From an optimization exercise on the open Yosys and OpenROAD flow, aimed at small area, a short achievable clock period and few clock cycles per item; shortcuts taken in it are not production practice. In this exercise RTL edits were held to simulation tests only and were not proved equivalent to the original. Power is estimated from default activity; no workload was simulated.

[design/flow/config.mk]
export PLATFORM = sky130hd
export DESIGN_NAME = priority_scheduler_with_aging_top
export DESIGN_NICKNAME = priority_scheduler_with_aging_top
export VERILOG_FILES = /design/flow/design.v
export SDC_FILE = /design/flow/constraint.sdc
export NUM_CORES = 4
export LEC_CHECK = 0
export ABC_AREA = 1
export CAP_MARGIN = 20
export CORE_MARGIN = 2
export CORE_UTILIZATION = 30
export PLACE_DENSITY = 0.75
export SETUP_SLACK_MARGIN = 3
export SLEW_MARGIN = 20
[design/flow/constraint.sdc]
create_clock -name core_clock -period 8.0 [get_ports {clk}]
set_input_delay 1.6000 -clock core_clock [delete_from_list [all_inputs] [get_ports {clk}]]
set_output_delay 1.6000 -clock core_clock [all_outputs]
set_load 0.01 [all_outputs]
[design/flow/design.v]
module psa_cell (
  input  wire       clk,
  input  wire       rst_n,
  input  wire       ld,         
  input  wire [3:0] slv,
  input  wire [3:0] dlv,
  input  wire       slv_nz,
  input  wire       dlv_nz,
  input  wire       age,        
  input  wire       set_w,      
  input  wire       clr_w,      
  input  wire       set_ran,    
  output reg        w,
  output reg        ran,
  output reg        qnz,        
  output reg  [3:0] cur,
  output wire       riser,      
  output wire       dropper,    
  output wire       stayer      
);
  reg  [3:0] base;
  wire listed = w & qnz;
  assign riser   = listed & ~ran & ~(&cur);
  wire [3:0] gtb = cur & ~base;
  wire [3:0] eqb = ~(cur ^ base);
  wire cur_gt = gtb[3] | (eqb[3] & (gtb[2] | (eqb[2] & (gtb[1] | (eqb[1] & gtb[0])))));
  assign dropper = listed & ran & cur_gt;
  assign stayer  = listed & ~riser & ~dropper;
  wire up = age & riser;
  wire dn = age & dropper;
  wire [3:0] tg;
  assign tg[0] = up | dn;
  assign tg[1] = (up & cur[0]) | (dn & ~cur[0]);
  assign tg[2] = (up & cur[0] & cur[1]) | (dn & ~cur[0] & ~cur[1]);
  assign tg[3] = (up & cur[0] & cur[1] & cur[2]) | (dn & ~cur[0] & ~cur[1] & ~cur[2]);
  always @(posedge clk) begin
    if (!rst_n) begin
      w   <= 1'b0;
      ran <= 1'b0;
    end else begin
      if (set_w) w <= 1'b1;
      else if (clr_w) w <= 1'b0;
      if (set_ran) ran <= 1'b1;
      else if (age & listed & ran & ~dropper) ran <= 1'b0;
    end
    if (ld) begin
      base <= slv;
      cur  <= dlv;
      qnz  <= slv_nz & dlv_nz;
    end else begin
      cur  <= cur ^ tg;
    end
  end
endmodule
module psa_ctrl (
  input  wire        clk,
  input  wire        rst_n,
  input  wire        in_valid,
  output wire        in_stall,
  input  wire [15:0] in_data,
  output reg         out_valid,
  input  wire        out_stall,
  output wire [9:0]  out_data,
  output reg  [15:0] req,
  output wire        go,            
  output wire        done,          
  input  wire        hold,          
  input  wire [5:0]  run_fields,    
  input  wire [3:0]  result         
);
  reg       req_v;
  reg [3:0] res_r;
  assign go       = req_v & (~out_valid | ~out_stall);
  assign done     = go & ~hold;
  assign in_stall = req_v & ~done;
  assign out_data = {run_fields, res_r};
  always @(posedge clk) begin
    if (!rst_n) begin
      req_v     <= 1'b0;
      out_valid <= 1'b0;
    end else begin
      if (in_valid & ~in_stall) req_v <= 1'b1;
      else if (done) req_v <= 1'b0;
      if (done) out_valid <= 1'b1;
      else if (~out_stall) out_valid <= 1'b0;
    end
    if (in_valid & ~in_stall) req <= in_data;
    if (done) res_r <= result;
  end
endmodule
module priority_scheduler_with_aging_top (
  input  wire        clk,
  input  wire        rst_n,
  input  wire        in_valid,
  output wire        in_stall,
  input  wire [15:0] in_data,
  output wire        out_valid,
  input  wire        out_stall,
  output wire [9:0]  out_data
);
  localparam [1:0] OP_ADD = 2'd0, OP_REMOVE = 2'd1, OP_FINISH = 2'd2, OP_TICK = 2'd3;
  wire [15:0] req;
  wire        go, done;
  reg         pend;          
  reg  [15:0] b1_r;
  wire [3:0]  result;
  reg  [15:0] run;           
  reg  [3:0]  run_lv;        
  reg  [1:0]  tick;
  reg  [4:0]  run_id;
  integer k;
  always @(*) begin
    run_id = 5'd0;
    for (k = 0; k < 16; k = k + 1)
      run_id = run_id | ({5{run[k]}} & (k + 1));
  end
  psa_ctrl u_ctrl (
    .clk(clk), .rst_n(rst_n), .in_valid(in_valid), .in_stall(in_stall),
    .in_data(in_data), .out_valid(out_valid), .out_stall(out_stall),
    .out_data(out_data), .req(req), .go(go), .done(done), .hold(hold),
    .run_fields({|run, run_id}), .result(result)
  );
  wire [1:0] op  = req[15:14];
  wire [4:0] id  = req[13:9];
  wire [3:0] slv = req[8:5];
  wire [3:0] dlv = req[4:1];
  wire       rdy = req[0];
  wire [15:0] w, ran, qnz, riser, dropper, stayer;
  wire [3:0]  cur [0:15];
  wire        id_ok   = id[4] ? (id[3:0] == 4'd0) : (id[3:0] != 4'd0);
  wire [3:0]  idx     = id[3:0] - 4'd1;
  wire        is_add  = (op == OP_ADD);
  wire        is_rm   = (op == OP_REMOVE);
  wire        is_fin  = (op == OP_FINISH);
  wire        is_tck  = (op == OP_TICK);
  wire        aging   = is_tck & (tick == 2'd2);
  wire        aging_x = done & aging;
  wire        run_none = ~(|run);
  reg  [15:0] sel;
  always @(*)
    for (k = 0; k < 16; k = k + 1)
      sel[k] = id_ok & (idx == k);
  always @(*) begin
    run_lv = 4'd0;
    for (k = 0; k < 16; k = k + 1)
      run_lv = run_lv | ({4{run[k]}} & cur[k]);
  end
  reg  [3:0]  id_cur;
  always @(*) begin
    id_cur = 4'd0;
    for (k = 0; k < 16; k = k + 1)
      id_cur = id_cur | ({4{sel[k]}} & cur[k]);
  end
  wire        id_w   = |(w & sel);
  wire add_ok   = is_add & id_ok & rdy & ~(|(run & sel));
  wire add_pre  = add_ok & ~run_none & (slv != 4'd0) & (dlv > run_lv);
  wire add_run  = add_ok & (run_none | add_pre);
  wire add_wait = add_ok & ~add_run;
  wire rm_ok    = is_rm & id_ok & id_w & (id_cur == dlv);
  reg  [15:0] q3, q2, q1, q0;
  reg  [3:0]  qmax;
  reg  [15:0] top, eh, h3, h2, h1, h0, l3, l2, l1, l0;
  always @(*) begin
    for (k = 0; k < 16; k = k + 1) begin
      q3[k] = qnz[k] & cur[k][3];
      q2[k] = qnz[k] & cur[k][2];
      q1[k] = qnz[k] & cur[k][1];
      q0[k] = qnz[k] & cur[k][0];
    end
    h3 = w & q3 & q2;
    h2 = w & q3 & ~q2;
    h1 = w & ~q3 & q2;
    h0 = w & ~q3 & ~q2;
    qmax[3:2] = (|h3) ? 2'd3 : (|h2) ? 2'd2 : (|h1) ? 2'd1 : 2'd0;
    eh = (|h3) ? h3 : (|h2) ? h2 : (|h1) ? h1 : h0;
    l3 = eh & q1 & q0;
    l2 = eh & q1 & ~q0;
    l1 = eh & ~q1 & q0;
    l0 = eh & ~q1 & ~q0;
    qmax[1:0] = (|l3) ? 2'd3 : (|l2) ? 2'd2 : (|l1) ? 2'd1 : 2'd0;
    top = (|l3) ? l3 : (|l2) ? l2 : (|l1) ? l1 : l0;
  end
  wire [15:0] lv_eq = top & {16{qmax == run_lv}};
  wire [15:0] cand_age = riser & lv_eq;
  wire [15:0] cand = top & (is_fin ? 16'hffff : (riser & {16{qmax == run_lv}}));
  reg  [15:0] older [0:15];      
  reg  [15:0] xo;                
  wire [119:0] m;
  integer i, j;
  always @(*) begin
    for (i = 0; i < 16; i = i + 1)
      for (j = 0; j < 16; j = j + 1)
        if (i == j) older[i][j] = 1'b0;
        else if (i < j) older[i][j] = m[j*(j-1)/2 + i];
        else older[i][j] = ~m[i*(i-1)/2 + j];
    for (j = 0; j < 16; j = j + 1) begin
      xo[j] = 1'b0;
      for (i = 0; i < 16; i = i + 1)
        xo[j] = xo[j] | (cand[i] & older[i][j]);
    end
  end
  wire [15:0] pick = cand & ~xo;
  wire age_pre = aging & (|cand_age);
  wire pre_any = add_pre | age_pre;
  wire need2 = aging & (|stayer) & ((|dropper) | (|cand_age));
  wire hold  = pend & ~(is_rm | (is_tck & ~aging));
  wire [15:0] picked  = pick & {16{done & (is_fin | aging)}};
  wire [15:0] set_ran = (sel & {16{done & add_run}}) | picked;
  wire [15:0] clr_w   = set_ran | (sel & {16{done & rm_ok}});
  wire [15:0] set_w   = (sel & {16{done & add_wait}}) | (run & {16{done & pre_any}});
  wire [15:0] ld      = sel & {16{done & add_ok}};
  genvar g;
  generate
    for (g = 0; g < 16; g = g + 1) begin : g_cell
      psa_cell u_cell (
        .clk(clk), .rst_n(rst_n), .ld(ld[g]), .slv(slv), .dlv(dlv),
        .slv_nz(slv != 4'd0), .dlv_nz(dlv != 4'd0), .age(aging_x),
        .set_w(set_w[g]), .clr_w(clr_w[g]), .set_ran(set_ran[g]),
        .w(w[g]), .ran(ran[g]), .qnz(qnz[g]), .cur(cur[g]),
        .riser(riser[g]), .dropper(dropper[g]), .stayer(stayer[g])
      );
    end
  endgenerate
  wire [15:0] b_add = (sel & {16{add_ok}}) | run;
  wire [15:0] b_age = (|stayer) ? stayer : (dropper | run);
  wire [15:0] b = pend ? ({16{go}} & b1_r) :
                  ({16{done}} & (is_add ? b_add : aging ? b_age : 16'd0));
  always @(posedge clk) begin
    if (!rst_n) pend <= 1'b0;
    else if (go) pend <= done & need2;
    if (done & need2) b1_r <= dropper | (stayer & lv_eq & xo) | run;
  end
  genvar gi, gj;
  generate
    for (gj = 1; gj < 16; gj = gj + 1) begin : g_row
      for (gi = 0; gi < gj; gi = gi + 1) begin : g_bit
        reg mb;
        always @(posedge clk) mb <= (mb & ~b[gi]) | (mb & b[gj]) | (~b[gi] & b[gj]);
        assign m[gj*(gj-1)/2 + gi] = mb;
      end
    end
  endgenerate
  wire [1:0] status = (is_add & ~add_ok) ? 2'd1 : (is_rm & ~rm_ok) ? 2'd2 : 2'd0;
  assign result = {status, pre_any, aging};
  always @(posedge clk) begin
    if (!rst_n) begin
      run  <= 16'd0;
      tick <= 2'd0;
    end else if (done) begin
      if (add_run) run <= sel;
      else if (is_fin | age_pre) run <= pick;
      if (is_tck) tick <= aging ? 2'd0 : tick + 2'd1;
    end
  end
endmodule
[design/flow/run.sh]
#!/bin/bash
# synth_recipe.tcl (not shown) runs the flow's synth.tcl, then flattens the netlist and writes it again
# the make line also repeats each setting of config.mk as NAME=value (left out here)
make -C /OpenROAD-flow-scripts/flow DESIGN_CONFIG=/design/flow/config.mk WORK_HOME=/design/flow/orfs CLKGATE_MAP_FILE= SYNTH_SCRIPT=/design/flow/synth_recipe.tcl finish
==> results of run 1 <==
==> power groups by stage <==
stage               Combinational (µW)  Clock [µW]  Sequential [µW]
detailed placement                 597           0             2190
global placement                   589           0             2190
CTS                                639        2010             2150
global route                       734        2070             2170
floorplan                          412           0             2120
finish                             684        2000             2160
==> synth_stat cells (22+ instances only) <==
cell / number
nor3_1: 28
o21ai_0: 180
a21o_1: 24
nand4_1: 52
dfxtp_1: 237
ha_1: 53
edfxtp_1: 116
nor2_1: 332
a21oi_1: 174
o22ai_1: 34
buf_2: 29
a31oi_1: 22
maj3_1: 62
xor2_1: 64
nand3_1: 214
clkbuf_1: 44
nand2_1: 1036
inv_1: 473
==> layout make-up <==
cell class | count | area share [%]
Multi-Input combinational cell | 2466 | 48.2
Clock buffer | 56 | 4.41
Timing Repair Buffer | 119 | 4.30
Sequential cell | 353 | 30.6
Tap cell | 1030 | 4.79
Clock inverter | 21 | 0.721
Inverter | 494 | 6.96
==> cells in the final DEF (no fill, tap or decap), drive strengths merged, types with 4 or more instances in the layout <==
master	n
a21boi	4
ha	53
o21ai	182
xor2	64
nand2	1065
nand3b	9
a221oi	11
nor2	348
nand3	233
inv	491
clkbuf	56
nor4	11
a21o	24
a311oi	12
nand4	53
o31ai	17
clkinv	16
a31oi	22
maj3	62
clkinvlp	5
a211oi	12
clkdlybuf4s50	30
o211ai	8
a21oi	174
edfxtp	116
dfxtp	237
o21bai	8
o311ai	6
o221ai	10
o22ai	34
nor3	28
buf	87
==> worst max-delay path: cells and delay by family, from the launching register on <==
kind	cells	cell delay [ps]
compound gates	2	170
buf+inv	3	370
simple gates	26	3780
flops	1	490
==> flip-flops by register name (all words and copies together) (netlist names), 2 cells and up <==
name and flops:
g_cell.u_cell.w 16, g_cell.u_cell.cur 64, u_ctrl.req 16, g_cell.u_cell.ran 16
tick 2, run 16, b1_r 16, g_cell.u_cell.qnz 16
g_row.g_bit.mb 120, g_cell.u_cell.base 64, u_ctrl.res_r 4
==> cells by family (layout without fill, tap and decap cells) <==
logic type | Yosys count | in the layout | share of synthesized area, %
muxes | 3 | 3 | 0.130
adders and majority gates | 115 | 115 | 5.56
AOI/OAI and AO/OA | 531 | 531 | 13.5
buffers and inverters | 607 | 690 | 10.9
and+or+nand+nor | 1749 | 1753 | 31.8
xor gates and xnor gates | 64 | 64 | 2.43
DFF | 353 | 353 | 35.7
==> through the flow <==
stage               hold WS (ps)  instances  util, %  area [µm²]
floorplan                    444       3422        -       23100
global placement             453       4405     32.0       24300
detailed placement           456       4405     32.0       24300
CTS                          465       4502     34.4       26200
global route                 502       4539     35.3       26900
finish                       461       4539     35.3       26900
==> timing repair <==
action	in CTS	in global routing
resized for setup	42	97
buffers inserted	19	33
gates cloned	1	4
endpoints found under the setup margin	167	267
pin swaps	8	13
==> metal layers <==
layer	GRT usage [%]	up-vias	share of wire, %
li1	-	11243	-
met1	34.2	11632	39
met2	38.8	1695	42
met3	4.58	339	12
met4	15.3	4	6.8
met5	0	-	0.029
==> how the worst min path moves through the flow <==
stage	start	to	cells past startpoint
finish	tick[0]	tick[0]	2
global route	tick[1]	tick[1]	2
CTS	tick[0]	tick[0]	2
detailed placement	tick[0]	tick[0]	2
global placement	tick[0]	tick[0]	2
floorplan	tick[0]	tick[0]	2
==> run notes, run 1 <==
status no timing/DRC/antenna violations; cell taking the most area after synthesis dfxtp_1; GRT overflow 0; nets@finish around 3500; Req. time, crit path 8460 ps; initial drt markers about 3400; gp weighted congestion 1.09; clock sinks ~350; Synth Cell Area ~23000 µm²; worst reg2reg path startpoint g_cell[0].u_cell.w; register area share after synthesis about 36%; crit-path max cell delay around 490 ps; Pre-antenna DRT Iters 7; min cycle time layout about 5000 ps; die width around 280 µm; Gate power share approximately 14%; Psw approximately 1500 µW; CTS tree done; die area 79200 µm²; port bufs 31; clock power share roughly two fifths; Cell Pwr Density roughly 180 nW/µm²; IO Pins 32; crit path launch type flip-flop; initial core utilization a little under a third; Hold Path Class reg -> reg; synthesized flop and latch total between 300 and 400; most used cell, CP nand2_1; total power around 4800 µW; reg-to-reg setup timing slack around 3000 ps; area delta synth->final 16.5%; initial antenna violation count 2; crit-path max FO 16; Routed Antenna Nets 0; global-route usage over all layers about 26%; warnings from Yosys 5; Max Buffers Root-to-Sink 3; ranking of synthesized cells by area dfxtp_1 (21%), nand2_1 (17%), edfxtp_1 (15%); routed vias/inst 5.49; Mapped Avg Cell Area 6.74 µm²; Detail Placement HPWL ~78 mm; ys flop type dfxtp_1; max-cap violations 0; max_slew headroom ~17%; EDFF count, synth ~120; Cell variety after synth 54; Final Hold Vio Count 0; H-tree Lvls 2; die height 281 µm; Clock transition at path regs around 60 ps; Routed WL roughly 100 mm; critical path class reg -> reg; Post-route DRC 0; Worst Reg-to-Reg Cells 31; largest net degree at the start of global routing 38; antenna diode count 0; Fmax ~200 MHz; sequential cell area 8240 µm²; critical path arrival between 5000 and 6000 ps; first-pass GRT wire length about 150 mm; share of cells above drive strength 1 roughly a tenth; setup_tns 0 ps; RSZ-0062 raised after global routing false; Lkg Pwr around 0.013 µW; Core Box Area 76100 µm²; CP Capture Type flip-flop; Multi-input gate area between 10000 and 15000 µm²; Std-Cell Rows slightly above 100; peak supply drop ~150 µV; Slew Viols, Final 0; Tightest Pin Transition 1240 ps; Clock Skews ~36 ps; Mapped Cells roughly 3400; vias in the first global route approximately 23000; CP Launch Point g_cell[0].u_cell.w; routed len/inst ~23 µm; Clk Latency, worst-skew pair between 600 and 700 ps; root buffer cell clkbuf_16; DP Worst Slack roughly 2200 ps; Finish-stage setup viols 0; Power Internal 3360 µW; Flop pwr share between 40% and 50%; slowest stage cell on the critical path dfxtp_1; Post-synth ARST share 0%; fillers a little over 8000; Synthesized Nets between 3000 and 4000; # hold bufs at CTS 0; Worst setup endpoint g_cell[3].u_cell.w; Final Worst Setup Slack slightly above 3000 ps; Critical R2R Capture g_cell[3].u_cell.w; area fraction of the dominant cell type after synthesis approximately a fifth; Num CTS Buffers between 40 and 50; Sw Ratio between 30% and 40%; vias 24913; Tcrit/Tclk final 62.3%
Testbench counts, summed over its fixed seeds: cycles 3,241, items 3,200.
==> inputs of run 2 (changes only) <==
--- a/design/flow/config.mk
+++ b/design/flow/config.mk
@@ -11,4 +11,3 @@
 export CORE_UTILIZATION = 30
-export PLACE_DENSITY = 0.75
-export SETUP_SLACK_MARGIN = 3
+export SETUP_SLACK_MARGIN = 2.5
 export SLEW_MARGIN = 20
==> run notes, run 2 <==
met3 wire length 8.98 mm (-28%); die area 79200 µm² (unchanged); area fraction of the dominant cell type after synthesis 20.6% (unchanged); EDFF count, synth 116 (unchanged); IO Pins 32 (unchanged); worst reg2reg path startpoint g_cell[0].u_cell.cur[3]; H-tree Lvls 2 (unchanged); root buffer cell clkbuf_16; initial core utilization 30.3% (unchanged); routed vias/inst 5.33 (-2.9%); Synthesized Nets 3495 (unchanged); biggest regs g_row.g_bit.mb x120, g_cell.u_cell.base x64, g_cell.u_cell.cur x64; Std-Cell Rows 101 (unchanged); worst hold stages 2 (unchanged); largest net degree at the start of global routing 38 (unchanged); Clk Latency, worst-skew pair 600 ps (about the same); most frequent cells in the layout nand2_1 (1026), inv_1 (470), nor2_1 (322); Final Worst Setup Slack 2560 ps (-455 ps); share of cells above drive strength 1 6.89% (-2.6 points); synthesized flop and latch total 353 (unchanged); Slew Viols, Final 0 (unchanged); Routed WL 104 mm (-1.2%); first-pass GRT wire length 149 mm (-0.42%); critical path arrival 5890 ps (+450 ps); register area share after synthesis 35.7% (unchanged); Tcrit/Tclk final 68.0% (+5.7 points); list of most frequent post-synthesis cells nand2_1 (1036), inv_1 (473), nor2_1 (332); gp weighted congestion 1.12 (+2.9%); family with the most delay on the worst path simple AND/OR/NAND/NOR gates; DP Cell Count 4404 (-0.023%); Final Hold Vio Count 0 (unchanged); Min Hold Slack 463 ps (+1.44 ps); Hold Crit Endpoint tick[0]; metal1 wirelength 43.4 mm (+4.8%); Mapped Cells 3422 (unchanged); routed len/inst 23.0 µm (-0.37%); met2 wire length 44.3 mm (+0.73%); initial antenna violation count 2 (unchanged); slowest stage cell on the critical path o21ai_1; vias 23971 (-3.8%); GRT overflow 0 (unchanged); Max Buffers Root-to-Sink 3 (unchanged); peak supply drop 158 µV (+3.7%); Num CTS Buffers 42 (unchanged); Top Metal Used met4; crit-path max FO 16 (unchanged); max FFs per register 120 (unchanged); WP buf/inv 3 (unchanged); clock sinks 353 (unchanged); Cell Pwr Density 183 nW/µm² (+1.7%); Fmax 184 MHz (-8.4%); Post-route DRC 0 (unchanged); crit path launch type flip-flop; die width 281 µm (unchanged); Detail Placement HPWL 79.0 mm (+1.0%); reg-to-reg setup timing slack 2560 ps (-460 ps); Worst Reg-to-Reg Cells 28 (-9.7%); DP Worst Slack 1970 ps (-248 ps); Post-synth ARST share 0% (unchanged); CP Capture Type flip-flop; port bufs 31 (unchanged); crit-path max cell delay 520 ps (+30 ps); Largest Register g_row.g_bit.mb; CTS tree done; Req. time, crit path 8450 ps (about the same); ys flop type dfxtp_1; Cell variety after synth 54 (unchanged); total power 4790 µW (-1.1%); # hold bufs at CTS 0 (unchanged); Synth Cell Area 23100 µm² (unchanged); critical path class reg -> reg; area delta synth->final 13.2%; min cycle time layout 5440 ps (+455 ps); ranking of synthesized cells by area dfxtp_1 (21%), nand2_1 (17%), edfxtp_1 (15%); max_slew headroom 19.9% (+3.2 points); fillers 8357 (+2.0%); die height 281 µm (unchanged); Clock Skews 17.5 ps (-18.6 ps); Hold Path Class reg -> reg; Clock transition at path regs 60 ps (about the same); global-route usage over all layers 25.7% (about the same); initial drt markers 2828 (-17%); setup_tns 0 ps (unchanged); most used cell, CP nand2_1; Finish-stage setup viols 0 (unchanged); status no timing/DRC/antenna violations; Mapped Avg Cell Area 6.74 µm² (unchanged); hold path start tick[0]; warnings from Yosys 5 (unchanged); vias in the first global route 21869 (-3.2%); Critical R2R Capture g_cell[7].u_cell.w; max-cap violations 0 (unchanged); Routed Antenna Nets 0 (unchanged); Lkg Pwr 0.0122 µW (-2.6%); Core Box Area 76100 µm² (unchanged); final cell count without fillers 4499 (-0.88%); nets@finish 3507 (-1.2%); most frequent cell after synthesis nand2_1; Pre-antenna DRT Iters 6 (-1); RSZ-0062 raised after global routing false; Tightest Pin Transition 1190 ps (-47.8 ps); cell taking the most area after synthesis dfxtp_1; most common cell after layout, fill and taps aside nand2_1
## run 2: cell counts after synthesis
Identical to the previous run, type by type.
## run 2: how the worst max path moves through the flow
stage                                 start  slack [ps]  cells past startpoint                 end
floorplan                         out_stall        3550                      8            in_stall
global placement             u_ctrl.req[10]        1970                     23  g_cell[9].u_cell.w
detailed placement           u_ctrl.req[10]        1970                     23  g_cell[2].u_cell.w
CTS                               out_stall        2510                     11            in_stall
global route                      out_stall        2480                     11            in_stall
finish              g_cell[0].u_cell.cur[3]        2560                     28  g_cell[7].u_cell.w
## run 2: worst reg2reg max path: cells and delay by family (launching register included)
kind,cells,cell delay (ps)
simple gates,22,3480
compound gates,3,700
buf+inv,3,680
flops,1,440
## run 2: per-layer routing
layer / vias to the layer above / global-route usage [%]
li1: 11166 / -
met1: 11278 / 34.0
met2: 1230 / 39.4
met3: 297 / 4.29
met4: 0 / 15.2
met5: - / 0
## run 2: area by class of cell
class | instances | area [µm²] | area share (%)
multi-input combinational | 2462 | 12500 | 47.9
clock inverter | 22 | 251 | 0.963
tap | 1030 | 1290 | 4.93
timing repair buffer | 81 | 811 | 3.10
clock buffer | 56 | 1150 | 4.42
antenna | 1 | 2.50 | 0.00958
inverter | 494 | 1870 | 7.14
sequential | 353 | 8230 | 31.5
## run 2: report_power, final
group	leakage, µW	switching, µW	internal, µW
clock	0.000685	839	1150
combinational	0.00855	412	227
sequential	0.00300	180	1980
total	0.0122	1430	3360
## run 2: logic make-up (layout without fill, tap and decap cells)
family	after synthesis	after routing	share of synthesized area, %
AO/OA/AOI/OAI	531	531	13.5
XOR/XNOR	64	64	2.43
flip-flops	353	353	35.7
AND/OR/NAND/NOR	1749	1749	31.8
adder cells (fa/ha/maj)	115	115	5.56
buffers and inverters	607	653	10.9
multiplexers	3	3	0.130
other	0	1	0
## run 2: per-stage QoR
stage                     util, %  area, µm²
after floorplan                 -      23100
after global placement       32.0      24300
after detailed placement     32.0      24300
after CTS                    33.9      25800
after global routing         34.3      26100
final                        34.3      26100
## run 2: repair_timing
| item | CTS | global route |
|---|---|---|
| setup endpoints to repair | 156 | 182 |
| pin swaps | 1 | 5 |
| cloned | 0 | 1 |
| resized for setup | 18 | 27 |
| buffers inserted | 3 | 12 |
==> inputs of run 3 (changes only) <==
--- a/design/flow/config.mk
+++ b/design/flow/config.mk
@@ -10,4 +10,4 @@
 export CORE_MARGIN = 2
-export CORE_UTILIZATION = 30
-export SETUP_SLACK_MARGIN = 2.5
+export CORE_UTILIZATION = 40
+export SETUP_SLACK_MARGIN = 3
 export SLEW_MARGIN = 20
==> run notes, run 3 <==
Flop pwr share 44.4% (-0.7 points); most common cell after layout, fill and taps aside nand2_1; min cycle time layout 5070 ps (-363 ps); Clock transition at path regs 60 ps (about the same); warnings from Yosys 5 (unchanged); Gate power share 14.8% (+1.5 points); critical path arrival 5550 ps (-340 ps); Synthesized Nets 3495 (unchanged); global-route usage over all layers 35.7% (+10 points); Clk Latency, worst-skew pair 620 ps (+20 ps); CP Launch Point g_cell[1].u_cell.cur[1]; Slew Viols, Final 0 (unchanged); gp weighted congestion 1.11 (-1.5%); reg-to-reg setup timing slack 2930 ps (+360 ps); Mapped Avg Cell Area 6.74 µm² (unchanged); routed len/inst 25.6 µm (+11%); Req. time, crit path 8470 ps (+20 ps); max FFs per register 120 (unchanged); nets@finish 3581 (+2.1%); fillers 5923 (-29%); most frequent cells in the layout nand2_1 (1004), inv_1 (462), nor2_1 (296); Post-synth ARST share 0% (unchanged); Core Box Area 57400 µm² (-25%); initial core utilization 40.2% (+9.9 points); Routed Antenna Nets 0 (unchanged); initial antenna violation count 7 (+5); Multi-input gate area 13200 µm² (+5.8%); Fmax 197 MHz (+7.1%); Max Buffers Root-to-Sink 3 (unchanged); H-tree Lvls 2 (unchanged); Routed WL 110 mm (+6.5%); Worst setup endpoint g_row[6].g_bit[1].mb; die area 59600 µm² (-25%); Mapped Cells 3422 (unchanged); Largest Register g_row.g_bit.mb; Critical R2R Capture g_row[6].g_bit[1].mb; worst reg2reg path startpoint g_cell[1].u_cell.cur[1]; sequential cell area 8250 µm² (+0.29%); Cell Pwr Density 181 nW/µm² (-1.5%); setup_tns 0 ps (unchanged); ranking of synthesized cells by area dfxtp_1 (21%), nand2_1 (17%), edfxtp_1 (15%); Synth Cell Area 23100 µm² (unchanged); biggest regs g_row.g_bit.mb x120, g_cell.u_cell.base x64, g_cell.u_cell.cur x64; first-pass GRT wire length 155 mm (+4.0%); die height 244 µm (-13%); cell taking the most area after synthesis dfxtp_1; largest net degree at the start of global routing 33 (-13%); Detail Placement HPWL 82.3 mm (+4.2%); max_slew headroom 28.0% (+8.1 points); Post-route DRC 0 (unchanged); vias in the first global route 22017 (+0.68%); Power Internal 3360 µW (-0.19%); Tcrit/Tclk final 63.4% (-4.5 points); Design Area, Final 27200 µm² (+4.0%); synthesized flop and latch total 353 (unchanged); DP Worst Slack 2030 ps (+63.6 ps); Clock Skews 31.0 ps (+13.5 ps); area delta synth->final 17.7%; IO Pins 32 (unchanged); Sw Ratio 31.6% (+1.8 points); cell area after placement 24100 µm² (-1.0%); worst hold stages 2 (unchanged); Std-Cell Rows 88 (-13%); die width 244 µm (-13%); max-cap violations 0 (unchanged); crit path launch type flip-flop; RSZ-0062 raised after global routing true; ys flop type dfxtp_1; share of cells above drive strength 1 11.6% (+4.7 points); CP Capture Type flip-flop; initial drt markers 3816 (+35%); fin util 47.3% (+13 points); Cell variety after synth 54 (unchanged); GRT overflow 0 (unchanged); # hold bufs at CTS 0 (unchanged); clock power share 40.7% (-0.9 points); Hold Path Class reg -> reg; Tightest Pin Transition 1070 ps (-121 ps); area fraction of the dominant cell type after synthesis 20.6% (unchanged); status no timing/DRC/antenna violations; Lkg Pwr 0.0127 µW (+3.8%); Num CTS Buffers 44 (+4.8%); vias 24893 (+3.8%); port bufs 31 (unchanged); critical path class reg -> reg; root buffer cell clkbuf_16; Worst Reg-to-Reg Cells 20 (-29%); Final Hold Vio Count 0 (unchanged); Finish-stage setup viols 0 (unchanged); CTS tree done; most frequent cell after synthesis nand2_1; Psw 1550 µW (+8.5%); clock sinks 353 (unchanged); peak supply drop 179 µV (+14%); Final Worst Setup Slack 2930 ps (+363 ps); Pre-antenna DRT Iters 6 (unchanged); EDFF count, synth 116 (unchanged); register area share after synthesis 35.7% (unchanged); crit-path max FO 12 (-4); list of most frequent post-synthesis cells nand2_1 (1036), inv_1 (473), nor2_1 (332); routed vias/inst 5.78 (+8.4%); Min Hold Slack 467 ps (+4.72 ps)
## run 3: cell types whose count changed in the layout (fill, tap and decap cells not counted), sizes merged
cell / change
buf: +66
nand2: +6
clkbuf: +5
bufinv: -4
bufbuf: +1
clkinv: +1
clkinvlp: +1
## run 3: final cells by class
cell class	instances	area share [%]
multi-input combinational	2468	48.8
sequential	353	30.4
inverter	494	6.91
timing repair buffer	147	5.22
clock buffer	62	4.64
tap	765	3.52
clock inverter	20	0.548
antenna	1	0.00921
## run 3: cells by family after synthesis
logic type	synth area share [%]
AOI/OAI and AO/OA	13.5
buffers and inverters	10.9
muxes	0.130
xor gates and xnor gates	2.43
adders and majority gates	5.56
DFF	35.7
and+or+nand+nor	31.8
## run 3: worst min path at each step
stage / from / endpoint
floorplan: tick[0] / tick[0]
global placement: tick[0] / tick[0]
detailed placement: tick[1] / tick[1]
CTS: tick[1] / tick[1]
global route: tick[1] / tick[1]
finish: tick[0] / tick[0]
## run 3: stage by stage
stage	total power (µW)	std cells
after floorplan	2530	3422
after global placement	2820	4150
after detailed placement	2830	4150
after CTS	4850	4256
after global routing	5060	4309
final	4910	4310
## run 3: power groups by stage
stage	sequential (µW)	combinational (µW)	clock, µW
6_report	2180	727	2000
5_1_grt	2190	776	2080
4_1_cts	2170	669	2020
3_5_place_dp	2200	628	0
3_3_place_gp	2200	624	0
2_1_floorplan	2120	412	0
## run 3: critical path, stage by stage, from the launching register on
cell        delay (ps)
dfxtp_1            610
ha_1               210
a21o_1             100
a21o_1             110
a21oi_1            120
nor3_1             710
inv_1              290
nand3_1            320
nand2_1             80
inv_1               60
nand4_1            170
nor2_4             350
buf_4              260
inv_1              290
nor3_1             220
o21ai_0             90
o311ai_0           180
nand2_2            310
clkinvlp_4         180
buf_4              150
o21ai_0             90
## run 3: timing repair
item	4_1_cts	5_1_grt
endpoints found under the setup margin	198	191
resized for setup	85	123
gates cloned	2	5
setup buffers	22	48
pin swaps	8	21
## run 3: routing by layer
metal  global-route usage, %  wire [µm]  vias up
li1                        -          -    11327
met1                    50.9      46600    11649
met2                    51.6      45000     1582
met3                    7.37      13200      327
met4                    15.9       5620        8
met5                   0.163         37        -
==> inputs of run 4 (changes only) <==
--- a/design/flow/config.mk
+++ b/design/flow/config.mk
@@ -10,3 +10,4 @@
 export CORE_MARGIN = 2
-export CORE_UTILIZATION = 40
+export CORE_UTILIZATION = 30
+export CTS_BUF_LIST = sky130_fd_sc_hd__clkbuf_4 sky130_fd_sc_hd__clkbuf_8
 export SETUP_SLACK_MARGIN = 3
==> run notes, run 4 <==
clock sinks 353 (unchanged); Min Hold Slack 466 ps (-1.57 ps); Tcrit/Tclk final 62.6% (-0.85 points); area fraction of the dominant cell type after synthesis 20.6% (unchanged); root buffer cell clkbuf_8; biggest regs g_row.g_bit.mb x120, g_cell.u_cell.base x64, g_cell.u_cell.cur x64; die area 79200 µm² (+33%); Post-synth ARST share 0% (unchanged); cell area after placement 24300 µm² (+1.0%); Lkg Pwr 0.0126 µW (-0.79%); final cell count without fillers 4581 (+6.3%); largest net degree at the start of global routing 38 (+15%); Mapped Cells 3422 (unchanged); worst reg2reg path startpoint g_cell[0].u_cell.cur[3]; die height 281 µm (+15%); Num CTS Buffers 66 (+50%); port bufs 31 (unchanged); Pre-antenna DRT Iters 6 (unchanged); Tightest Pin Transition 1230 ps (+154 ps); vias in the first global route 22329 (+1.4%); max_slew headroom 17.7% (-10 points); most frequent cell after synthesis nand2_1; setup_tns 0 ps (unchanged); list of most frequent post-synthesis cells nand2_1 (1036), inv_1 (473), nor2_1 (332); cell taking the most area after synthesis dfxtp_1; Core Box Area 76100 µm² (+33%); Clock Skews 47.2 ps (+16.3 ps); die width 281 µm (+15%); initial core utilization 30.3% (-9.9 points); vias 24497 (-1.6%); GRT overflow 0 (unchanged); gp weighted congestion 1.12 (+1.5%); crit path launch type flip-flop; H-tree Lvls 3 (+1); initial drt markers 2798 (-27%); fillers 8317 (+40%); routed vias/inst 5.35 (-7.4%); Finish-stage setup viols 0 (unchanged); Mapped Avg Cell Area 6.74 µm² (unchanged); Design Area, Final 26800 µm² (-1.3%); most frequent cells in the layout nand2_1 (1016), inv_1 (466), nor2_1 (310); Synthesized Nets 3495 (unchanged); initial antenna violation count 3 (-4); Clk Latency, worst-skew pair 700 ps (+80 ps); Post-route DRC 0 (unchanged); min cycle time layout 5010 ps (-68.3 ps); max-cap violations 0 (unchanged); Largest Register g_row.g_bit.mb; crit-path max cell delay 510 ps (-200 ps); CP Launch Point g_cell[0].u_cell.cur[3]; DP Cell Count 4404 (+6.1%); share of cells above drive strength 1 10.1% (-1.4 points); RSZ-0062 raised after global routing true; Clock transition at path regs 60 ps (about the same); global-route usage over all layers 26.1% (-9.5 points); CP Capture Type flip-flop; IO Pins 32 (unchanged); Routed Antenna Nets 0 (unchanged); CTS tree done; Synth Cell Area 23100 µm² (unchanged); Slew Viols, Final 0 (unchanged); Std-Cell Rows 101 (+15%); hold path start tick[0]; routed len/inst 23.0 µm (-10%); register area share after synthesis 35.7% (unchanged); max FFs per register 120 (unchanged); Hold Path Class reg -> reg; Multi-input gate area 12800 µm² (-3.1%); Routed WL 105 mm (-4.6%); Cell Pwr Density 176 nW/µm² (-2.5%); Req. time, crit path 8550 ps (+80 ps); Cell variety after synth 54 (unchanged); area delta synth->final 16.2%; Max Buffers Root-to-Sink 3 (unchanged); EDFF count, synth 116 (unchanged); Final Hold Vio Count 0 (unchanged); sequential cell area 8230 µm² (-0.23%); synthesized flop and latch total 353 (unchanged); ys flop type dfxtp_1; most used cell, CP nand2_1; slowest stage cell on the critical path o21ai_1; most common cell after layout, fill and taps aside nand2_1; Detail Placement HPWL 79.0 mm (-4.1%); critical path class reg -> reg; fin util 35.2% (-12 points); first-pass GRT wire length 152 mm (-2.4%); Fmax 200 MHz (+1.4%); critical path arrival 5560 ps (about the same); ranking of synthesized cells by area dfxtp_1 (21%), nand2_1 (17%), edfxtp_1 (15%); nets@finish 3568 (-0.36%); peak supply drop 134 µV (-25%); status no timing/DRC/antenna violations; crit-path max FO 16 (+4); warnings from Yosys 5 (unchanged)
-- run 4: changes by cell type in the layout (fill, tap and decap cells not counted), sizes merged --
cell,previous run,this run
clkdlybuf4s50,31,30
bufbuf,1,2
dlygate4sd2,0,1
buf,115,84
clkinv,15,25
nand2,1067,1062
clkbuf,62,91
diode,1,2
bufinv,0,2
inv,492,491
-- run 4: critical path: cells and delay by family, from the launching register on --
kind / cells / cell delay, ps
flops: 1 / 440
buf+inv: 3 / 590
simple gates: 22 / 3140
compound gates: 3 / 670
-- run 4: kinds of logic (layout without fill, tap and decap cells) --
group	count (synthesis)	count (layout)	share of synthesized area [%]
fa+ha+maj	115	115	5.56
buf+inv	607	733	10.9
simple gates	1749	1750	31.8
compound gates	531	531	13.5
mux	3	3	0.130
xor+xnor	64	64	2.43
flops	353	353	35.7
other cells	0	2	0
-- run 4: per-stage QoR --
step / total power [µW] / worst slack (ps)
final: 4730 / 2990
after global routing: 4910 / 2870
after CTS: 4710 / 3000
after detailed placement: 2780 / 1970
after global placement: 2770 / 1970
after floorplan: 2530 / 3550
-- run 4: layout make-up --
cell class,count,share of cell area [%]
sequential,353,30.7
antenna,2,0.0187
multi-input combinational,2463,47.9
inverter,494,6.99
tap,1030,4.81
clock buffer,91,4.37
clock inverter,31,0.793
timing repair buffer,117,4.46
-- run 4: final timing paths --
kind              slack [ps]                 end  depth (start not counted)
setup / recovery        2990  g_cell[5].u_cell.w                         28
hold / removal           470             tick[0]                          2
setup reg to reg        2990  g_cell[5].u_cell.w                         28
hold reg to reg          470             tick[0]                          2
-- run 4: layer usage --
metal	wire length, µm	GRT usage, %	share of wire (%)
met1	43600	34.4	41
met2	44800	39.6	43
met3	9330	4.26	8.9
met4	7590	17.3	7.2
met5	0	0	0
-- run 4: power breakdown --
group	internal, µW	switching (µW)	total (µW)	leakage (µW)
clock	1020	870	1890	0.000734
sequential	1980	182	2160	0.00300
combinational	244	424	669	0.00887
total	3250	1480	4730	0.0126
-- run 4: what timing repair did --
item / 4_1_cts / 5_1_grt
hold buffers: 0 / 0
resized for setup: 60 / 64
gates cloned: 2 / 1
buffers inserted: 16 / 34
setup endpoints to repair: 205 / 189
pin swaps: 5 / 13
==> inputs of run 5 (changes only) <==
--- a/design/flow/config.mk
+++ b/design/flow/config.mk
@@ -11,3 +11,4 @@
 export CORE_UTILIZATION = 30
-export CTS_BUF_LIST = sky130_fd_sc_hd__clkbuf_4 sky130_fd_sc_hd__clkbuf_8
+export CTS_CLUSTER_DIAMETER = 60
+export CTS_CLUSTER_SIZE = 16
 export SETUP_SLACK_MARGIN = 3
==> run notes, run 5 <==
initial drt markers 2797 (-0.036%); Mapped Cells 3422 (unchanged); Final Hold Vio Count 0 (unchanged); Multi-input gate area 12800 µm² (-0.34%); global-route usage over all layers 26.0% (-0.16 points); CTS tree done; most frequent cells in the layout nand2_1 (1017), inv_1 (466), nor2_1 (311); Fmax 202 MHz (+1.3%); most frequent cell after synthesis nand2_1; max-cap violations 0 (unchanged); Critical R2R Capture g_cell[5].u_cell.w; Tightest Pin Transition 1260 ps (+37.1 ps); Lkg Pwr 0.0125 µW (-0.53%); Clk Latency, worst-skew pair 610 ps (-90 ps); Worst Reg-to-Reg Cells 34 (+21%); family with the most delay on the worst path simple AND/OR/NAND/NOR gates; Hold Crit Endpoint tick[0]; Worst path depth 34 (+21%); Clock transition at path regs 70 ps (about the same); routed len/inst 23.1 µm (+0.60%); post-synthesis xor/xnor area fraction 2.43% (unchanged); Req. time, crit path 8460 ps (-90 ps); antenna diode count 0 (-2); ranking of synthesized cells by area dfxtp_1 (21%), nand2_1 (17%), edfxtp_1 (15%); Slew Viols, Final 0 (unchanged); Largest Register g_row.g_bit.mb; total power 4670 µW (-1.3%); RSZ-0062 raised after global routing true; Hold Path Class reg -> reg; area fraction of the dominant cell type after synthesis 20.6% (unchanged); initial core utilization 30.3% (unchanged); status no timing/DRC/antenna violations; Cell Pwr Density 175 nW/µm² (-0.85%); share of cells above drive strength 1 9.04% (-1.1 points); Adder-Cell Fraction of Synth Area 5.56% (unchanged); clock sinks 353 (unchanged); WP buf/inv 4 (+1); simple-gate share of the synthesized area 31.8% (unchanged); Mapped Avg Cell Area 6.74 µm² (unchanged); Core Box Area 76100 µm² (unchanged); max FFs per register 120 (unchanged); Tcrit/Tclk final 61.8% (-0.80 points); EDFF count, synth 116 (unchanged); Finish-stage setup viols 0 (unchanged); Routed Antenna Nets 0 (unchanged); area delta synth->final 15.7%; peak supply drop 163 µV (+21%); Routed WL 105 mm (-0.37%); root buffer cell clkbuf_16; reg-to-reg setup timing slack 3060 ps (+60 ps); IO Pins 32 (unchanged); slowest stage cell on the critical path dfxtp_1; list of most frequent post-synthesis cells nand2_1 (1036), inv_1 (473), nor2_1 (332); first-pass GRT wire length 151 mm (-0.49%); port bufs 31 (unchanged); # hold bufs at CTS 0 (unchanged); max_slew headroom 15.2% (-2.5 points); post-synthesis compound-gate area fraction 13.5% (unchanged); biggest regs g_row.g_bit.mb x120, g_cell.u_cell.base x64, g_cell.u_cell.cur x64; largest net degree at the start of global routing 38 (unchanged); Cell variety after synth 54 (unchanged); Std-Cell Rows 101 (unchanged); worst reg2reg path startpoint g_cell[6].u_cell.cur[3]; most used cell, CP nand2_1; Clock Skews 37.2 ps (-10.1 ps); Num CTS Buffers 36 (-45%); largest family of logic cells by synthesized area simple AND/OR/NAND/NOR gates; ys flop type dfxtp_1; fillers 8331 (+0.17%); register area share after synthesis 35.7% (unchanged); crit-path max cell delay 570 ps (+60 ps); setup_tns 0 ps (unchanged); most common cell after layout, fill and taps aside nand2_1; crit path launch type flip-flop; Detail Placement HPWL 79.0 mm (unchanged); Synth Cell Area 23100 µm² (unchanged); critical path class reg -> reg; crit-path max FO 14 (-2); synthesized flop and latch total 353 (unchanged); die width 281 µm (unchanged); gp weighted congestion 1.12 (unchanged); sequential cell area 8230 µm² (about the same); Max Buffers Root-to-Sink 3 (unchanged); die height 281 µm (unchanged); warnings from Yosys 5 (unchanged); critical path arrival 5400 ps (-160 ps); fin util 35.1% (-0.15 points); multiplexer share of the synthesized area 0.130% (unchanged); Synthesized Nets 3495 (unchanged); worst hold stages 2 (unchanged); vias in the first global route 21995 (-1.5%); Pre-antenna DRT Iters 6 (unchanged); GRT overflow 0 (unchanged); H-tree Lvls 2 (-1); nets@finish 3553 (-0.42%); die area 79200 µm² (unchanged); vias 24202 (-1.2%); routed vias/inst 5.33 (-0.25%); Post-route DRC 0 (unchanged); cell taking the most area after synthesis dfxtp_1; CP Capture Type flip-flop; min cycle time layout 4940 ps (-63.6 ps); Post-synth ARST share 0% (unchanged); initial antenna violation count 2 (-1); hold path start tick[0]
## run 5: cell counts after synthesis
Identical to the previous run, type by type.
## run 5: power breakdown
part	internal [µW]	leakage [µW]	switching, µW	total [µW]
registers	1980	0.00300	182	2160
logic	253	0.00894	425	679
clock network	960	0.000597	865	1830
total	3190	0.0125	1470	4670
## run 5: cell type report
cell class                 count  share of cell area [%]
multi-input combinational   2463                    47.9
sequential                   353                    30.8
inverter                     494                    7.04
tap                         1030                    4.83
timing repair buffer         132                    4.81
clock buffer                  42                    3.57
clock inverter                23                    1.04
## run 5: worst max-delay path by stage
stage                                  startpoint                   to  slack (ps)
final                     g_cell[6].u_cell.cur[3]   g_cell[5].u_cell.w        3060
after detailed placement           u_ctrl.req[10]   g_cell[2].u_cell.w        1970
after CTS                 g_cell[5].u_cell.cur[3]  g_cell[13].u_cell.w        3000
after global routing        g_cell[14].u_cell.qnz              b1_r[3]        2950
after global placement             u_ctrl.req[10]   g_cell[9].u_cell.w        1970
after floorplan                         out_stall             in_stall        3550
## run 5: cell families (layout without fill, tap and decap cells)
| family | Yosys count | in the layout |
|---|---|---|
| buf+inv | 607 | 691 |
| xor+xnor | 64 | 64 |
| compound gates | 531 | 531 |
| fa+ha+maj | 115 | 115 |
| mux | 3 | 3 |
| flops | 353 | 353 |
| simple gates | 1749 | 1750 |
## run 5: what timing repair did
action,CTS,global route
gates resized for setup,58,59
pin swaps,5,17
setup endpoints to repair,204,206
buffers inserted,17,48
endpoints found under the hold margin,0,0
cloned,2,1
## run 5: routing by layer
metal / track usage (%) / vias up / share of wire [%]
li1: - / 11244 / -
met1: 34.5 / 11299 / 41
met2: 39.6 / 1335 / 42
met3: 4.02 / 324 / 9.2
met4: 16.0 / 0 / 7.2
met5: 0 / - / 0
## run 5: through the flow
stage | setup slack (ps) | hold WS, ps | instance area, µm² | std cells
after CTS | 3000 | 467 | 26100 | 4488
final | 3060 | 464 | 26700 | 4537
after global placement | 1970 | 460 | 24300 | 4404
after detailed placement | 1970 | 457 | 24300 | 4404
after floorplan | 3550 | 444 | 23100 | 3422
after global routing | 2950 | 502 | 26700 | 4537
## run 5: worst reg2reg max path: cells and delay by family, from the launching register on
| family | cells | cell delay (ps) |
|---|---|---|
| compound gates | 1 | 60 |
| flops | 1 | 570 |
| buf+inv | 4 | 460 |
| simple gates | 29 | 3700 |
==> inputs of run 6 (changes only) <==
--- a/design/flow/config.mk
+++ b/design/flow/config.mk
@@ -11,5 +11,3 @@
 export CORE_UTILIZATION = 30
-export CTS_CLUSTER_DIAMETER = 60
-export CTS_CLUSTER_SIZE = 16
-export SETUP_SLACK_MARGIN = 3
+export SETUP_SLACK_MARGIN = 3.5
 export SLEW_MARGIN = 20
==> run notes, run 6 <==
status no timing/DRC/antenna violations; Fmax 221 MHz (+9.0%); Clock transition at path regs 60 ps (about the same); setup_tns 0 ps (unchanged); Finish-stage setup viols 0 (unchanged); biggest regs g_row.g_bit.mb x120, g_cell.u_cell.base x64, g_cell.u_cell.cur x64; max-cap violations 0 (unchanged); most common cell after layout, fill and taps aside nand2_1; EDFF count, synth 116 (unchanged); H-tree Lvls 2 (unchanged); Final Hold Vio Count 0 (unchanged); vias in the first global route 22445 (+2.0%); Mapped Cells 3422 (unchanged); initial drt markers 3148 (+13%); die height 281 µm (unchanged); Routed Antenna Nets 0 (unchanged); Tightest Pin Transition 1310 ps (+43.9 ps); warnings from Yosys 5 (unchanged); Post-route DRC 0 (unchanged); area fraction of the dominant cell type after synthesis 20.6% (unchanged); Pre-antenna DRT Iters 6 (unchanged); reg-to-reg setup timing slack 3470 ps (+410 ps); Synth Cell Area 23100 µm² (unchanged); list of most frequent post-synthesis cells nand2_1 (1036), inv_1 (473), nor2_1 (332); Std-Cell Rows 101 (unchanged); fillers 8118 (-2.6%); Cell Pwr Density 172 nW/µm² (-1.7%); global-route usage over all layers 26.3% (+0.28 points); initial core utilization 30.3% (unchanged); critical path class reg -> reg; share of cells above drive strength 1 16.4% (+7.4 points); gp weighted congestion 1.12 (unchanged); Mapped Avg Cell Area 6.74 µm² (unchanged); Lkg Pwr 0.0132 µW (+5.7%); critical path arrival 4880 ps (-520 ps); max_slew headroom 12.2% (-2.9 points); root buffer cell clkbuf_16; RSZ-0062 raised after global routing true; Power Internal 3420 µW (+7.0%); port bufs 31 (unchanged); initial antenna violation count 5 (+3); min cycle time layout 4530 ps (-410 ps); most frequent cells in the layout nand2_1 (958), inv_1 (454), nor2_1 (271); total power 4920 µW (+5.3%); area delta synth->final 24.0%; peak supply drop 158 µV (-3.1%); Slew Viols, Final 0 (unchanged); Req. time, crit path 8350 ps (-110 ps); largest net degree at the start of global routing 38 (unchanged); vias 24970 (+3.2%); nets@finish 3632 (+2.2%); Synthesized Nets 3495 (unchanged); register area share after synthesis 35.7% (unchanged); Flop pwr share 44.2% (-2.1 points); Num CTS Buffers 42 (+17%); Cell variety after synth 54 (unchanged); crit-path max cell delay 460 ps (-110 ps); crit-path max FO 9 (-5); cell taking the most area after synthesis dfxtp_1; crit path launch type flip-flop; routed vias/inst 5.40 (+1.2%); clock sinks 353 (unchanged); Largest Register g_row.g_bit.mb; Psw 1500 µW (+1.7%); die width 281 µm (unchanged); IO Pins 32 (unchanged); most used cell, CP nand2_1; Clock Skews 19.8 ps (-17.4 ps); first-pass GRT wire length 153 mm (+1.2%); die area 79200 µm² (unchanged); Design Area, Final 28600 µm² (+7.1%); Detail Placement HPWL 79.0 mm (unchanged); ys flop type dfxtp_1; Routed WL 109 mm (+4.0%); Core Box Area 76100 µm² (unchanged); clock power share 40.7% (+1.6 points); Post-synth ARST share 0% (unchanged); synthesized flop and latch total 353 (unchanged); Final Worst Setup Slack 3470 ps (+410 ps); CP Capture Type flip-flop; Clk Latency, worst-skew pair 600 ps (about the same); CTS tree done; Gate power share 15.1% (+0.6 points); most frequent cell after synthesis nand2_1; Hold Path Class reg -> reg; Sw Ratio 30.4% (-1.1 points); ranking of synthesized cells by area dfxtp_1 (21%), nand2_1 (17%), edfxtp_1 (15%); DP Worst Slack 1970 ps (unchanged); cell area after placement 24300 µm² (unchanged); max FFs per register 120 (unchanged); Tcrit/Tclk final 56.7% (-5.1 points); Max Buffers Root-to-Sink 3 (unchanged); slowest stage cell on the critical path edfxtp_1; GRT overflow 0 (unchanged); routed len/inst 23.6 µm (+2.0%)
==> run 6: changes by cell type in the layout (fill, tap and decap cells not counted), sizes merged <==
| cell | before | now |
|---|---|---|
| bufinv | 2 | 4 |
| clkinvlp | 8 | 12 |
| nand2 | 1062 | 1074 |
| inv | 496 | 487 |
| clkinv | 11 | 14 |
| diode | 0 | 2 |
| buf | 99 | 158 |
| clkdlybuf4s50 | 30 | 29 |
| clkbuf | 42 | 58 |
==> run 6: cell families (layout without fill, tap and decap cells) <==
group           after synthesis  in the layout  synth area share [%]
xor+xnor                     64             64                  2.43
buf+inv                     607            765                  10.9
simple gates               1749           1762                  31.8
flops                       353            353                  35.7
fa+ha+maj                   115            115                  5.56
compound gates              531            531                  13.5
mux                           3              3                 0.130
other cells                   0              2                     0
==> run 6: metrics by stage <==
stage	utilization, %	std cells	hold slack, ps
4_1_cts	35.4	4552	466
5_1_grt	37.6	4623	503
2_1_floorplan	-	3422	444
6_report	37.6	4625	464
3_3_place_gp	32.0	4404	460
3_5_place_dp	32.0	4404	457
==> run 6: layout make-up <==
cell class | instances | area (µm²) | share of cell area [%]
clock buffer | 56 | 1150 | 4.03
clock inverter | 22 | 251 | 0.879
multi-input combinational | 2475 | 13900 | 48.6
inverter | 494 | 1890 | 6.61
timing repair buffer | 192 | 1850 | 6.48
sequential | 353 | 8270 | 28.9
tap | 1030 | 1290 | 4.50
timing repair inverter | 1 | 5.00 | 0.0175
antenna | 2 | 5.00 | 0.0175
==> run 6: path summary, 6_finish.rpt <==
| kind | to | cells past startpoint | from |
|---|---|---|---|
| setup / recovery | b1_r[4] | 31 | g_cell[0].u_cell.qnz |
| hold / removal | tick[0] | 2 | tick[0] |
| setup reg to reg | b1_r[4] | 31 | g_cell[0].u_cell.qnz |
| hold reg to reg | tick[0] | 2 | tick[0] |
==> run 6: timing repair <==
| action | CTS | global route |
|---|---|---|
| setup buffers | 65 | 58 |
| endpoints found under the setup margin | 349 | 323 |
| hold buffers | 0 | 0 |
| gates resized for setup | 154 | 245 |
| gates cloned | 5 | 13 |
| pin swaps | 27 | 42 |
| hold endpoints to repair | 0 | 0 |
==> run 6: worst max-delay path: cells and delay by family (launching register included) <==
kind                   cells  cell delay, ps
buffers and inverters      6             770
and+or+nand+nor           25            3030
DFF                        1             460
==> run 6: routing by layer <==
layer,wire length (µm),vias up,track usage [%]
li1,-,11430,-
met1,43500,11616,34.8
met2,46000,1547,40.0
met3,11600,373,4.22
met4,8070,4,16.1
met5,23,-,0
==> run 6: power groups by stage <==
| stage | clock [µW] | combinational [µW] | sequential (µW) |
|---|---|---|---|
| 5_1_grt | 2090 | 800 | 2190 |
| 4_1_cts | 2030 | 643 | 2160 |
| 2_1_floorplan | 0 | 412 | 2120 |
| 3_3_place_gp | 0 | 582 | 2190 |
| 3_5_place_dp | 0 | 586 | 2190 |
| 6_report | 2000 | 742 | 2170 |
==> inputs of run 7 (changes only) <==
--- a/design/flow/design.v
+++ b/design/flow/design.v
@@ -12,3 +12,4 @@
   input  wire       set_ran,    
-  output reg        w,
+  input  wire       running,    
+  output wire       w,          
   output reg        ran,
@@ -21,2 +22,4 @@
   reg  [3:0] base;
+  reg        w_r;
+  assign w = w_r & ~running;
   wire listed = w & qnz;
@@ -37,7 +40,7 @@
     if (!rst_n) begin
-      w   <= 1'b0;
+      w_r <= 1'b0;
       ran <= 1'b0;
     end else begin
-      if (set_w) w <= 1'b1;
-      else if (clr_w) w <= 1'b0;
+      if (set_w) w_r <= 1'b1;
+      else if (clr_w) w_r <= 1'b0;
       if (set_ran) ran <= 1'b1;
@@ -206,5 +209,4 @@
   wire hold  = pend & ~(is_rm | (is_tck & ~aging));
-  wire [15:0] picked  = pick & {16{done & (is_fin | aging)}};
-  wire [15:0] set_ran = (sel & {16{done & add_run}}) | picked;
-  wire [15:0] clr_w   = set_ran | (sel & {16{done & rm_ok}});
+  wire [15:0] set_ran = (sel & {16{done & add_run}}) | (run & {16{done & (is_fin | pre_any)}});
+  wire [15:0] clr_w   = (sel & {16{done & (add_run | rm_ok)}}) | (run & {16{done & is_fin}});
   wire [15:0] set_w   = (sel & {16{done & add_wait}}) | (run & {16{done & pre_any}});
@@ -217,3 +219,3 @@
         .slv_nz(slv != 4'd0), .dlv_nz(dlv != 4'd0), .age(aging_x),
-        .set_w(set_w[g]), .clr_w(clr_w[g]), .set_ran(set_ran[g]),
+        .set_w(set_w[g]), .clr_w(clr_w[g]), .set_ran(set_ran[g]), .running(run[g]),
         .w(w[g]), .ran(ran[g]), .qnz(qnz[g]), .cur(cur[g]),
--- a/design/flow/config.mk
+++ b/design/flow/config.mk
@@ -11,3 +11,3 @@
 export CORE_UTILIZATION = 30
-export SETUP_SLACK_MARGIN = 3.5
+export SETUP_SLACK_MARGIN = 3
 export SLEW_MARGIN = 20
==> run notes, run 7 <==
IO Pins 32 (unchanged); Largest Register g_row.g_bit.mb; critical path arrival 5510 ps (+630 ps); max_slew headroom 21.7% (+9.5 points); Post-route DRC 0 (unchanged); Detail Placement HPWL 85.5 mm (+8.3%); biggest regs g_row.g_bit.mb x120, g_cell.u_cell.base x64, g_cell.u_cell.cur x64; initial core utilization 30.2% (-0.17 points); clock sinks 353 (unchanged); Core Box Area 78700 µm² (+3.5%); largest net degree at the start of global routing 40 (+5.3%); initial antenna violation count 1 (-4); Cell Pwr Density 190 nW/µm² (+11%); slowest stage cell on the critical path nor4_1; Design Area, Final 27700 µm² (-3.1%); Mapped Cells 3576 (+4.5%); die height 285 µm (+1.4%); synthesized flop and latch total 353 (unchanged); root buffer cell clkbuf_16; Routed Antenna Nets 0 (unchanged); routed len/inst 24.4 µm (+3.2%); Lkg Pwr 0.0127 µW (-3.9%); Pre-antenna DRT Iters 8 (+2); vias in the first global route 24010 (+7.0%); ys flop type dfxtp_1; max FFs per register 120 (unchanged); Flop pwr share 44.4% (+0.2 points); Clk Latency, worst-skew pair 590 ps (about the same); die area 81500 µm² (+2.9%); initial drt markers 3495 (+11%); port bufs 31 (unchanged); WP buf/inv 4 (-2); CP Capture Type flip-flop; Tcrit/Tclk final 62.9% (+6.3 points); crit-path max FO 14 (+5); Clock transition at path regs 60 ps (about the same); status no timing/DRC/antenna violations; list of most frequent post-synthesis cells nand2_1 (853), inv_1 (506), nand3_1 (408); Finish-stage setup viols 0 (unchanged); max-cap violations 0 (unchanged); critical path class reg -> reg; antenna diode count 0 (-2); Max Buffers Root-to-Sink 3 (unchanged); Num CTS Buffers 43 (+2.4%); warnings from Yosys 5 (unchanged); Req. time, crit path 8470 ps (+120 ps); area delta synth->final 16.6%; Post-synth ARST share 0% (unchanged); peak supply drop 187 µV (+19%); critical-path cell list inv_1 -> nor2_1 -> a21o_1 -> a21o_1 -> a21oi_1 -> nor2_1 -> nor3_1 -> nor4_1 -> nand4_1 -> nor2_4 -> buf_4 -> inv_2 -> nand2_1 -> nand3_1 -> nand3_1 -> nand2_1 -> nor2_1 -> inv_2 -> maj3_1; register area share after synthesis 34.6% (-1.0 points); Synth Cell Area 23800 µm² (+2.9%); crit path launch type flip-flop; Synthesized Nets 3649 (+4.4%); Sw Ratio 33.1% (+2.6 points); Gate power share 18.8% (+3.7 points); crit-path max cell delay 580 ps (+120 ps); setup_tns 0 ps (unchanged); most common cell after layout, fill and taps aside nand2_1; share of cells above drive strength 1 9.85% (-6.6 points); Slew Viols, Final 0 (unchanged); fillers 8484 (+4.5%); Mapped Avg Cell Area 6.64 µm² (-1.5%); Fmax 199 MHz (-10%); min cycle time layout 5040 ps (+503 ps); # hold bufs at CTS 0 (unchanged); final cell count without fillers 4734 (+2.4%); Power Internal 3520 µW (+3.0%); cell taking the most area after synthesis dfxtp_1; DP Cell Count 4597 (+4.4%); most used cell, CP nor2_1; most frequent cell after synthesis nand2_1; GRT overflow 0 (unchanged); area fraction of the dominant cell type after synthesis 20.0% (-0.59 points); vias 26407 (+5.8%); Hold Path Class reg -> reg; H-tree Lvls 2 (unchanged); family with the most delay on the worst path simple AND/OR/NAND/NOR gates; clock power share 36.8% (-3.9 points); Std-Cell Rows 103 (+2.0%); Psw 1740 µW (+16%); most frequent cells in the layout nand2_1 (831), inv_1 (491), nand3_1 (397); cell area after placement 25200 µm² (+3.7%); nets@finish 3723 (+2.5%); EDFF count, synth 116 (unchanged); die width 285 µm (+1.4%); Cell variety after synth 58 (+7.4%); global-route usage over all layers 27.2% (+0.94 points); fin util 35.2% (-2.4 points); RSZ-0062 raised after global routing false; Tightest Pin Transition 1170 ps (-143 ps); Clock Skews 19.2 ps (-0.545 ps); first-pass GRT wire length 164 mm (+7.7%); gp weighted congestion 1.05 (-6.2%); CTS tree done; routed vias/inst 5.58 (+3.3%); ranking of synthesized cells by area dfxtp_1 (20%), edfxtp_1 (15%), nand2_1 (13%); Routed WL 115 mm (+5.7%); Final Hold Vio Count 0 (unchanged)
-- run 7: final cells by class --
type                            instances  area [µm²]  share of cell area, %
Tap cell                             1050        1310                   4.74
Clock buffer                           67        1260                   4.54
Timing Repair Buffer                  135        1240                   4.47
Clock inverter                         12         103                  0.370
Sequential cell                       353        8250                   29.8
Inverter                              537        2080                   7.50
Multi-Input combinational cell       2580       13500                   48.6
-- run 7: worst paths after layout --
path	start	to	slack (ps)	cells past startpoint
worst min-delay path	tick[1]	tick[1]	480	2
worst max-delay path	g_cell[10].u_cell.cur[0]	g_row[9].g_bit[4].mb	2960	19
worst max register to register	g_cell[10].u_cell.cur[0]	g_row[9].g_bit[4].mb	2960	19
worst min register to register	tick[1]	tick[1]	480	2
-- run 7: worst register-to-register path: cells and delay by family, from the launching register on --
family / cells / cell delay, ps
DFF: 1 / 530
AOI/OAI and AO/OA: 3 / 330
adders and majority gates: 1 / 420
buffers and inverters: 4 / 930
and+or+nand+nor: 11 / 2710
-- run 7: logic make-up (layout without fill, tap and decap cells) --
family / Yosys count / count (layout) / synth area share (%)
multiplexers: 4 / 4 / 0.169
buffers and inverters: 648 / 751 / 10.9
AND/OR/NAND/NOR: 1856 / 1861 / 34.4
XOR/XNOR: 60 / 60 / 2.21
adder cells (fa/ha/maj): 81 / 81 / 3.97
AO/OA/AOI/OAI: 574 / 574 / 13.7
flip-flops: 353 / 353 / 34.6
-- run 7: through the flow --
| step | hold WS [ps] | total power [µW] | setup slack, ps |
|---|---|---|---|
| after floorplan | 449 | 2860 | 3670 |
| after detailed placement | 466 | 3260 | 2070 |
| final | 477 | 5260 | 2960 |
| after global routing | 517 | 5470 | 2950 |
| after global placement | 463 | 3250 | 2120 |
| after CTS | 474 | 5210 | 2980 |
-- run 7: timing repair --
item	CTS	global route
pin swaps	6	12
buffers inserted	20	33
resized for setup	58	96
endpoints found under the setup margin	195	182
hold endpoints to repair	0	0
gates cloned	3	2
-- run 7: metal layers --
metal | vias to the layer above | global-route usage (%) | wire (µm)
met5 | - | 0 | 0
met3 | 381 | 5.30 | 12700
li1 | 11979 | - | -
met1 | 12330 | 36.8 | 47100
met2 | 1717 | 40.6 | 47800
met4 | 0 | 15.1 | 7680
-- run 7: power by group through the flow --
stage	Sequential, µW	Clock, µW	Combinational (µW)
after floorplan	2260	0	605
final	2340	1940	987
after global placement	2360	0	894
after CTS	2320	1960	923
after global routing	2360	2040	1080
after detailed placement	2360	0	904
Testbench counts of run 7, summed over its fixed seeds: cycles 3,241, items 3,200.

[what the ideal ports hide]
No port has a modelled driver above. Below, the same layouts with a new extraction and two added sets of constraints. Step 1: set_driving_cell puts a clkbuf_16 on clk and a buf_2 on each other input, an assumption about the parent block. Step 2 adds t to the input delays and takes it off the output delays; t is the mean of the earliest and latest rising clock arrival at the registers after step 1. Input paths then give back, and output paths get back, about the clock's delay inside the block. Three values: ideal, step 1, step 2; two values: the first two.
| run | shift t [ns] | slack for setup (ns) | latest minus earliest clock arrival (ns) |
|---|---|---|---|
| run 1 | 0.657 | 3.018 / 3.018 / 2.865 | 0.036 / 0.036 |
| run 2 | 0.651 | 2.563 / 2.557 / 2.557 | 0.017 / 0.018 |
| run 3 | 0.667 | 2.926 / 2.926 / 2.926 | 0.031 / 0.031 |
| run 4 | 0.739 | 2.994 / 2.994 / 2.994 | 0.048 / 0.048 |
| run 5 | 0.657 | 3.058 / 3.058 / 3.058 | 0.037 / 0.038 |
| run 6 | 0.652 | 3.467 / 3.467 / 3.090 | 0.020 / 0.020 |
| run 7 | 0.649 | 2.964 / 2.964 / 2.964 | 0.019 / 0.019 |
After both steps setup and hold are still met in every run listed. For run 6, which loses most, drivers alone change the setup slack by 0.000 ns; drivers and shift together by -0.377 ns.
